What follows belongs to an exercise in optimizing a design on an open flow for small area; a production flow would make more cautious choices.
Function was checked by simulation only, so behaviour that the tests miss may differ from the original.

==> run K <==
==> flow/design.v <==
module clefia_gfn4_round
(
    input  logic [127:0] t_i,
    input  logic [31:0]  rk0_i,
    input  logic [31:0]  rk1_i,
    output logic [127:0] t_c_o
);
    localparam logic [63:0] SS0 = 64'he6ca872fb14059d3;
    localparam logic [63:0] SS1 = 64'h640d2ba39cef8751;
    localparam logic [63:0] SS2 = 64'hb85ea64cf72310d9;
    localparam logic [63:0] SS3 = 64'ha26d345e0789bfc1;
    function automatic logic [3:0] gf4_x2(input logic [3:0] a);
        gf4_x2 = {a[2:0], 1'b0} ^ (a[3] ? 4'h3 : 4'h0);
    endfunction
    function automatic logic [7:0] sbox0(input logic [7:0] x);
        logic [3:0] t0, t1, u0, u1;
        logic [3:0] i0, i1, i2, i3;
        i0 = ~x[7:4];
        i1 = ~x[3:0];
        t0 = SS0[4*i0 +: 4];
        t1 = SS1[4*i1 +: 4];
        u0 = t0 ^ gf4_x2(t1);
        u1 = gf4_x2(t0) ^ t1;
        i2 = ~u0;
        i3 = ~u1;
        sbox0 = {SS2[4*i2 +: 4], SS3[4*i3 +: 4]};
    endfunction
    function automatic logic [7:0] gf8_x2(input logic [7:0] a);
        gf8_x2 = {a[6:0], 1'b0} ^ (a[7] ? 8'h1d : 8'h00);
    endfunction
    function automatic logic [7:0] gf8_x4(input logic [7:0] a);
        gf8_x4 = gf8_x2(gf8_x2(a));
    endfunction
    function automatic logic [7:0] gf8_x8(input logic [7:0] a);
        gf8_x8 = gf8_x2(gf8_x4(a));
    endfunction
    logic [31:0] t0, t1, t2, t3;
    logic [31:0] x0, x2;
    logic [15:0] s1_0, s1_1;
    assign {t0, t1, t2, t3} = t_i;
    assign x0 = rk0_i ^ t0;
    assign x2 = rk1_i ^ t2;
    clefia_s1 u_s1_00 (.x(x0[23:16]), .y(s1_0[15:8]));
    clefia_s1 u_s1_01 (.x(x0[7:0]),   .y(s1_0[7:0]));
    clefia_s1 u_s1_10 (.x(x2[31:24]), .y(s1_1[15:8]));
    clefia_s1 u_s1_11 (.x(x2[15:8]),  .y(s1_1[7:0]));
    function automatic logic [31:0] f0(input logic [31:0] rk, input logic [31:0] x);
        logic [31:0] t;
        logic [7:0] y0, y1, y2, y3;
        t  = rk ^ x;
        y0 = sbox0(t[31:24]);
        y1 = s1_0[15:8];
        y2 = sbox0(t[15:8]);
        y3 = s1_0[7:0];
        f0 = {y0 ^ gf8_x2(y1) ^ gf8_x4(y2) ^ gf8_x4(y3) ^ gf8_x2(y3),
              gf8_x2(y0) ^ y1 ^ gf8_x4(y2) ^ gf8_x2(y2) ^ gf8_x4(y3),
              gf8_x4(y0) ^ gf8_x4(y1) ^ gf8_x2(y1) ^ y2 ^ gf8_x2(y3),
              gf8_x4(y0) ^ gf8_x2(y0) ^ gf8_x4(y1) ^ gf8_x2(y2) ^ y3};
    endfunction
    function automatic logic [31:0] f1(input logic [31:0] rk, input logic [31:0] x);
        logic [31:0] t;
        logic [7:0] y0, y1, y2, y3;
        t  = rk ^ x;
        y0 = s1_1[15:8];
        y1 = sbox0(t[23:16]);
        y2 = s1_1[7:0];
        y3 = sbox0(t[7:0]);
        f1 = {y0 ^ gf8_x8(y1) ^ gf8_x2(y2) ^ gf8_x8(y3) ^ gf8_x2(y3),
              gf8_x8(y0) ^ y1 ^ gf8_x8(y2) ^ gf8_x2(y2) ^ gf8_x2(y3),
              gf8_x2(y0) ^ gf8_x8(y1) ^ gf8_x2(y1) ^ y2 ^ gf8_x8(y3),
              gf8_x8(y0) ^ gf8_x2(y0) ^ gf8_x2(y1) ^ gf8_x8(y2) ^ y3};
    endfunction
    assign t_c_o = {t1 ^ f0(rk0_i, t0), t2, t3 ^ f1(rk1_i, t2), t0};
endmodule
module clefia_s1 (input logic [7:0] x, output logic [7:0] y);
    logic n0, n1, n2, n3, n4, n5, n6, n7, n8, n9, n10, n11, n12, n13, n14, n15, n16, n17, n18, n19, n20, n21, n22, n23, n24, n25, n26, n27, n28, n29, n30, n31, n32, n33, n34, n35, n36, n37, n38, n39, n40, n41, n42, n43, n44, n45, n46, n47, n48, n49, n50, n51, n52, n53, n54, n55, n56, n57, n58, n59, n60, n61, n62, n63, n64, n65, n66, n67, n68, n69, n70, n71, n72, n73, n74, n75, n76, n77, n78, n79, n80, n81, n82, n83, n84, n85, n86, n87, n88, n89, n90, n91, n92, n93, n94, n95, n96, n97, n98, n99, n100, n101, n102, n103, n104, n105, n106, n107, n108, n109, n110, n111, n112, n113, n114, n115, n116, n117, n118, n119, n120, n121, n122, n123, n124, n125, n126, n127, n128, n129, n130, n131, n132, n133, n134, n135, n136, n137, n138, n139, n140, n141, n142, n143, n144, n145, n146, n147, n148, n149, n150, n151, n152, n153, n154, n155, n156, n157, n158, n159, n160, n161, n162;
    assign n0 = x[4] ^ x[6];
    assign n1 = n0 ^ x[7];
    assign n2 = x[0] ^ x[2];
    assign n3 = x[0] ^ x[2];
    assign n4 = n3 ^ x[6];
    assign n5 = ~n4;
    assign n6 = ~x[4];
    assign n7 = x[2] ^ x[3];
    assign n8 = ~n7;
    assign n9 = x[1] ^ x[2];
    assign n10 = n9 ^ x[3];
    assign n11 = n10 ^ x[0];
    assign n12 = n8 ^ n10;
    assign n13 = n12 ^ x[0];
    assign n14 = n6 ^ x[0];
    assign n15 = n1 ^ n2;
    assign n16 = n15 ^ x[5];
    assign n17 = n2 ^ n5;
    assign n18 = n5 ^ x[5];
    assign n19 = x[0] & x[5];
    assign n20 = n10 & n5;
    assign n21 = x[0] ^ n10;
    assign n22 = x[5] ^ n5;
    assign n23 = n21 & n22;
    assign n24 = n23 ^ n20;
    assign n25 = n20 ^ n19;
    assign n26 = n8 & n2;
    assign n27 = n6 & n1;
    assign n28 = n8 ^ n6;
    assign n29 = n2 ^ n1;
    assign n30 = n28 & n29;
    assign n31 = n30 ^ n27;
    assign n32 = n27 ^ n26;
    assign n33 = x[0] ^ n8;
    assign n34 = n10 ^ n6;
    assign n35 = x[5] ^ n2;
    assign n36 = n5 ^ n1;
    assign n37 = n33 & n35;
    assign n38 = n34 & n36;
    assign n39 = n33 ^ n34;
    assign n40 = n35 ^ n36;
    assign n41 = n39 & n40;
    assign n42 = n41 ^ n38;
    assign n43 = n38 ^ n37;
    assign n44 = n24 ^ n25;
    assign n45 = n42 ^ n31;
    assign n46 = n43 ^ n32;
    assign n47 = n31 ^ n44;
    assign n48 = n32 ^ n24;
    assign n49 = n14 ^ x[5];
    assign n50 = n49 ^ n45;
    assign n51 = n13 ^ n18;
    assign n52 = n51 ^ n46;
    assign n53 = n11 ^ n17;
    assign n54 = n53 ^ n47;
    assign n55 = n10 ^ n16;
    assign n56 = n55 ^ n48;
    assign n57 = n56 ^ n54;
    assign n58 = n50 & n54;
    assign n59 = n52 & n56;
    assign n60 = n50 ^ n52;
    assign n61 = n54 ^ n56;
    assign n62 = n60 & n61;
    assign n63 = n62 ^ n59;
    assign n64 = n59 ^ n58;
    assign n65 = n52 ^ n54;
    assign n66 = n65 ^ n63;
    assign n67 = n50 ^ n57;
    assign n68 = n67 ^ n64;
    assign n69 = n66 ^ n68;
    assign n70 = n50 & n66;
    assign n71 = n52 & n69;
    assign n72 = n50 ^ n52;
    assign n73 = n66 ^ n69;
    assign n74 = n72 & n73;
    assign n75 = n74 ^ n71;
    assign n76 = n71 ^ n70;
    assign n77 = n50 ^ n54;
    assign n78 = n52 ^ n56;
    assign n79 = n77 & n66;
    assign n80 = n78 & n69;
    assign n81 = n77 ^ n78;
    assign n82 = n66 ^ n69;
    assign n83 = n81 & n82;
    assign n84 = n83 ^ n80;
    assign n85 = n80 ^ n79;
    assign n86 = x[0] & n75;
    assign n87 = n10 & n76;
    assign n88 = x[0] ^ n10;
    assign n89 = n75 ^ n76;
    assign n90 = n88 & n89;
    assign n91 = n90 ^ n87;
    assign n92 = n87 ^ n86;
    assign n93 = n8 & n84;
    assign n94 = n6 & n85;
    assign n95 = n8 ^ n6;
    assign n96 = n84 ^ n85;
    assign n97 = n95 & n96;
    assign n98 = n97 ^ n94;
    assign n99 = n94 ^ n93;
    assign n100 = x[0] ^ n8;
    assign n101 = n10 ^ n6;
    assign n102 = n75 ^ n84;
    assign n103 = n76 ^ n85;
    assign n104 = n100 & n102;
    assign n105 = n101 & n103;
    assign n106 = n100 ^ n101;
    assign n107 = n102 ^ n103;
    assign n108 = n106 & n107;
    assign n109 = n108 ^ n105;
    assign n110 = n105 ^ n104;
    assign n111 = n91 ^ n92;
    assign n112 = n109 ^ n98;
    assign n113 = n110 ^ n99;
    assign n114 = n98 ^ n111;
    assign n115 = n99 ^ n91;
    assign n116 = x[0] ^ x[5];
    assign n117 = n10 ^ n5;
    assign n118 = n8 ^ n2;
    assign n119 = n6 ^ n1;
    assign n120 = n116 & n75;
    assign n121 = n117 & n76;
    assign n122 = n116 ^ n117;
    assign n123 = n75 ^ n76;
    assign n124 = n122 & n123;
    assign n125 = n124 ^ n121;
    assign n126 = n121 ^ n120;
    assign n127 = n118 & n84;
    assign n128 = n119 & n85;
    assign n129 = n118 ^ n119;
    assign n130 = n84 ^ n85;
    assign n131 = n129 & n130;
    assign n132 = n131 ^ n128;
    assign n133 = n128 ^ n127;
    assign n134 = n116 ^ n118;
    assign n135 = n117 ^ n119;
    assign n136 = n75 ^ n84;
    assign n137 = n76 ^ n85;
    assign n138 = n134 & n136;
    assign n139 = n135 & n137;
    assign n140 = n134 ^ n135;
    assign n141 = n136 ^ n137;
    assign n142 = n140 & n141;
    assign n143 = n142 ^ n139;
    assign n144 = n139 ^ n138;
    assign n145 = n125 ^ n126;
    assign n146 = n143 ^ n132;
    assign n147 = n144 ^ n133;
    assign n148 = n132 ^ n145;
    assign n149 = n133 ^ n125;
    assign n150 = n114 ^ n112;
    assign n151 = ~n150;
    assign n152 = n115 ^ n113;
    assign n153 = n148 ^ n147;
    assign n154 = n153 ^ n146;
    assign n155 = n148 ^ n114;
    assign n156 = n155 ^ n113;
    assign n157 = ~n156;
    assign n158 = n146 ^ n115;
    assign n159 = n158 ^ n114;
    assign n160 = n159 ^ n113;
    assign n161 = ~n160;
    assign n162 = ~n149;
    assign y[0] = n151;
    assign y[1] = n152;
    assign y[2] = n154;
    assign y[3] = n157;
    assign y[4] = n112;
    assign y[5] = n161;
    assign y[6] = n162;
    assign y[7] = n148;
endmodule
module clefia_ks_gfn12
(
    input  logic               clk,
    input  logic               rst,
    input  logic               start,
    input  logic [127:0]       key,
    output logic [3:0]         Round,
    input  logic [63:0]        CON,
    output logic               busy,
    output logic               done,
    output logic [127:0]       L
);
    logic [127:0] t_q;
    logic [127:0] t_rnd;
    logic [3:0]   round_q;
    logic [127:0] l_q;
    logic         done_q;
    logic         run_c, last_c;
    assign run_c  = |round_q;
    assign last_c = round_q[3] & round_q[2];
    clefia_gfn4_round u_round (
        .t_i    (t_q),
        .rk0_i  (CON[63:32]),
        .rk1_i  (CON[31:0]),
        .t_c_o  (t_rnd)
    );
    always_ff @(posedge clk) begin
        t_q <= run_c ? t_rnd : key;
    end
    always_ff @(posedge clk) begin
        if (rst) begin
            round_q <= 4'd0;
            done_q  <= 1'b0;
            l_q     <= '0;
        end else begin
            done_q <= last_c;
            if (last_c)
                round_q <= 4'd0;
            else if (run_c)
                round_q <= round_q + 4'd1;
            else if (start && !done_q)
                round_q <= 4'd1;
            if (last_c)
                l_q <= {t_rnd[31:0], t_rnd[127:32]};
        end
    end
    assign Round = round_q;
    assign busy  = run_c;
    assign done  = done_q;
    assign L     = l_q;
endmodule
==> flow/flow/run.sh <==
#!/bin/bash
# Layout flow: the standard synthesis, then an area-oriented remap of the
# combinational logic (every flip-flop instance kept as synthesised), then
# the standard layout with minimum-size port buffers.
set -euo pipefail
W=$(pwd)
F=$W/flow
LIB=$FLOW_HOME/platforms/$FLOW_PLATFORM/lib/sky130_fd_sc_hd__tt_025C_1v80.lib
R=$W/orfs/results/$FLOW_PLATFORM/clefia_ks_gfn12/base

bash standard.sh synth > $W/synth_standard.log 2>&1

# Functional models of the combinational cells (flip-flops stay black boxes).
yosys -q -l $W/models.log -p "read_liberty -ignore_miss_func $LIB; write_verilog -noattr $W/all_models.v" > /dev/null 2>&1
python3 $F/comb_models.py $W/all_models.v $W/comb_models.v > $W/comb_models.log 2>&1

cp $R/1_2_yosys.v $W/netlist_standard.v
LIB=$LIB MODELS=$W/comb_models.v IN=$W/netlist_standard.v OUT=$W/netlist_remapped.v \
  ABC_SCRIPT=$F/area.abc TOP=$FLOW_TOP \
  yosys -l $W/remap.log -c $F/remap.tcl > /dev/null 2>&1
sleep 1
cp $W/netlist_remapped.v $R/1_2_yosys.v

bash standard.sh "BUFFER_PORTS_ARGS=-buffer_cell sky130_fd_sc_hd__buf_1" finish > $W/layout.log 2>&1
==> flow/flow/area.abc <==
strash; dc2; dch -f; amap; topo
==> flow/flow/comb_models.py <==
# Keep only the combinational cell modules of a Yosys dump of the liberty file.
import re, sys
t = open(sys.argv[1]).read()
keep = []
for body, name in re.findall(r'(module\s+(\S+)\s*\(.*?endmodule)', t, re.S):
    if re.search(r'always|\$dff|\$_DFF|\$dlatch|\breg\b', body):
        continue
    keep.append(body)
open(sys.argv[2], 'w').write("\n".join(keep) + "\n")
print(len(keep), "combinational cell models")
==> flow/flow/remap.tcl <==
# Remap the combinational logic of the standard netlist for area. Flip-flops are
# black boxes here, so every register keeps its instance name and cell type.
yosys read_liberty -lib $::env(LIB)
yosys read_verilog -overwrite $::env(MODELS)
yosys read_verilog $::env(IN)
yosys hierarchy -top $::env(TOP)
yosys flatten
yosys rename -hide w:*.*
yosys techmap
yosys opt -fast -purge
yosys abc -liberty $::env(LIB) -script $::env(ABC_SCRIPT) -dont_use sky130_fd_sc_hd__probe* -dont_use sky130_fd_sc_hd__lpflow*
yosys opt_clean -purge
yosys hilomap -singleton -hicell sky130_fd_sc_hd__conb_1 HI -locell sky130_fd_sc_hd__conb_1 LO
yosys insbuf -buf sky130_fd_sc_hd__buf_1 A X
yosys opt_clean -purge
yosys stat -liberty $::env(LIB)
yosys write_verilog -noattr -noexpr -nohex -nodec $::env(OUT)
==> flow/standard.sh <==
#!/bin/bash
# synth_recipe.tcl (not shown) runs the flow's synth.tcl, then flattens the netlist and writes it again
# the make line also repeats each setting of config.mk as NAME=value (left out here)
make -C /OpenROAD-flow-scripts/flow DESIGN_CONFIG=/design/flow/config.mk WORK_HOME=/design/flow/orfs CLKGATE_MAP_FILE= SYNTH_SCRIPT=/design/flow/synth_recipe.tcl "${@:-finish}"
==> flow/config.mk <==
export PLATFORM = sky130hd
export DESIGN_NAME = clefia_ks_gfn12
export DESIGN_NICKNAME = clefia_ks_gfn12
export VERILOG_FILES = /design/flow/design.v
export SDC_FILE = /design/flow/constraint.sdc
export NUM_CORES = 4
export LEC_CHECK = 0
export CAP_MARGIN = 20
export CORE_MARGIN = 2
export CORE_UTILIZATION = 40
export SLEW_MARGIN = 20
==> flow/constraint.sdc <==
create_clock -name core_clock -period 8.0 [get_ports {clk}]
set_input_delay 1.6000 -clock core_clock [delete_from_list [all_inputs] [get_ports {clk}]]
set_output_delay 1.6000 -clock core_clock [all_outputs]
set_load 0.01 [all_outputs]
==> run B: changes against run K <==
==> flow/run.sh (new file) <==
#!/bin/bash
# synth_recipe.tcl (not shown) runs the flow's synth.tcl, then flattens the netlist and writes it again
# the make line also repeats each setting of config.mk as NAME=value (left out here)
make -C /OpenROAD-flow-scripts/flow DESIGN_CONFIG=/design/flow/config.mk WORK_HOME=/design/flow/orfs CLKGATE_MAP_FILE= SYNTH_SCRIPT=/design/flow/synth_recipe.tcl finish
removed: flow/flow/run.sh
removed: flow/flow/area.abc
removed: flow/flow/comb_models.py
removed: flow/flow/remap.tcl
removed: flow/standard.sh
==> qor summary <==
Placeable core region: run B 53700 sq um; run K 43400 sq um
Met3 layer wire length in the routed design: run B 4150 um; run K 3780 um
Final Cell Area: run B 28300 sq um; run K 23500 sq um
Nets: run B 3255; run K 3716
Post-route insts no fill: run B 3695; run K 4135
Shortest clock period the worst path allows after layout: run B 7.64 ns; run K 7.43 ns
Cell area after synthesis: run B 21700 sq um; run K 17700 sq um
Fraction of met1 tracks used by global routing: run B 0.360; run K 0.376
Outcome: run B finished clean; run K finished clean
N_diodes: run B 4; run K 5
NonClk Buf Share: run B 0.173; run K 0.151
Final core utilization: run B 0.526; run K 0.542

-- re-timing with driven ports --
How much do the figures lean on ideal ports? The routed layouts below were timed once more, with nothing changed but the port constraints. Step 1 (the two cells are an assumption about what drives the block):
set clk [get_ports {clk}]
set_driving_cell -lib_cell sky130_fd_sc_hd__clkbuf_16 $clk
set_driving_cell -lib_cell sky130_fd_sc_hd__buf_2 [delete_from_list [all_inputs] $clk]
Step 2 times the ports against the registers' clock, not the clock port: input delays grow and output delays shrink by t, the midpoint of the rising clock arrivals with the driver on. a / b / c = ideal / step 1 / step 2; a / b = the first two.
run | t, ns | slack for setup (ns) | worst hold slack (ns) | slew at the worst register clock pin (ns) | worst data-port slew with drivers (ns)
run K | 0.643 | 0.571 / 0.605 / -0.038 | 0.452 / 0.452 / 0.452 | 0.08 / 0.08 | 0.11
run B | 0.645 | 0.362 / 0.385 / -0.260 | 0.453 / 0.453 / 0.453 | 0.07 / 0.07 | 0.11
With both steps, setup timing fails in run K and run B, where it was met with ideal ports. For run B, which loses most, drivers alone change the setup slack by +0.023 ns; drivers and shift together by -0.622 ns.
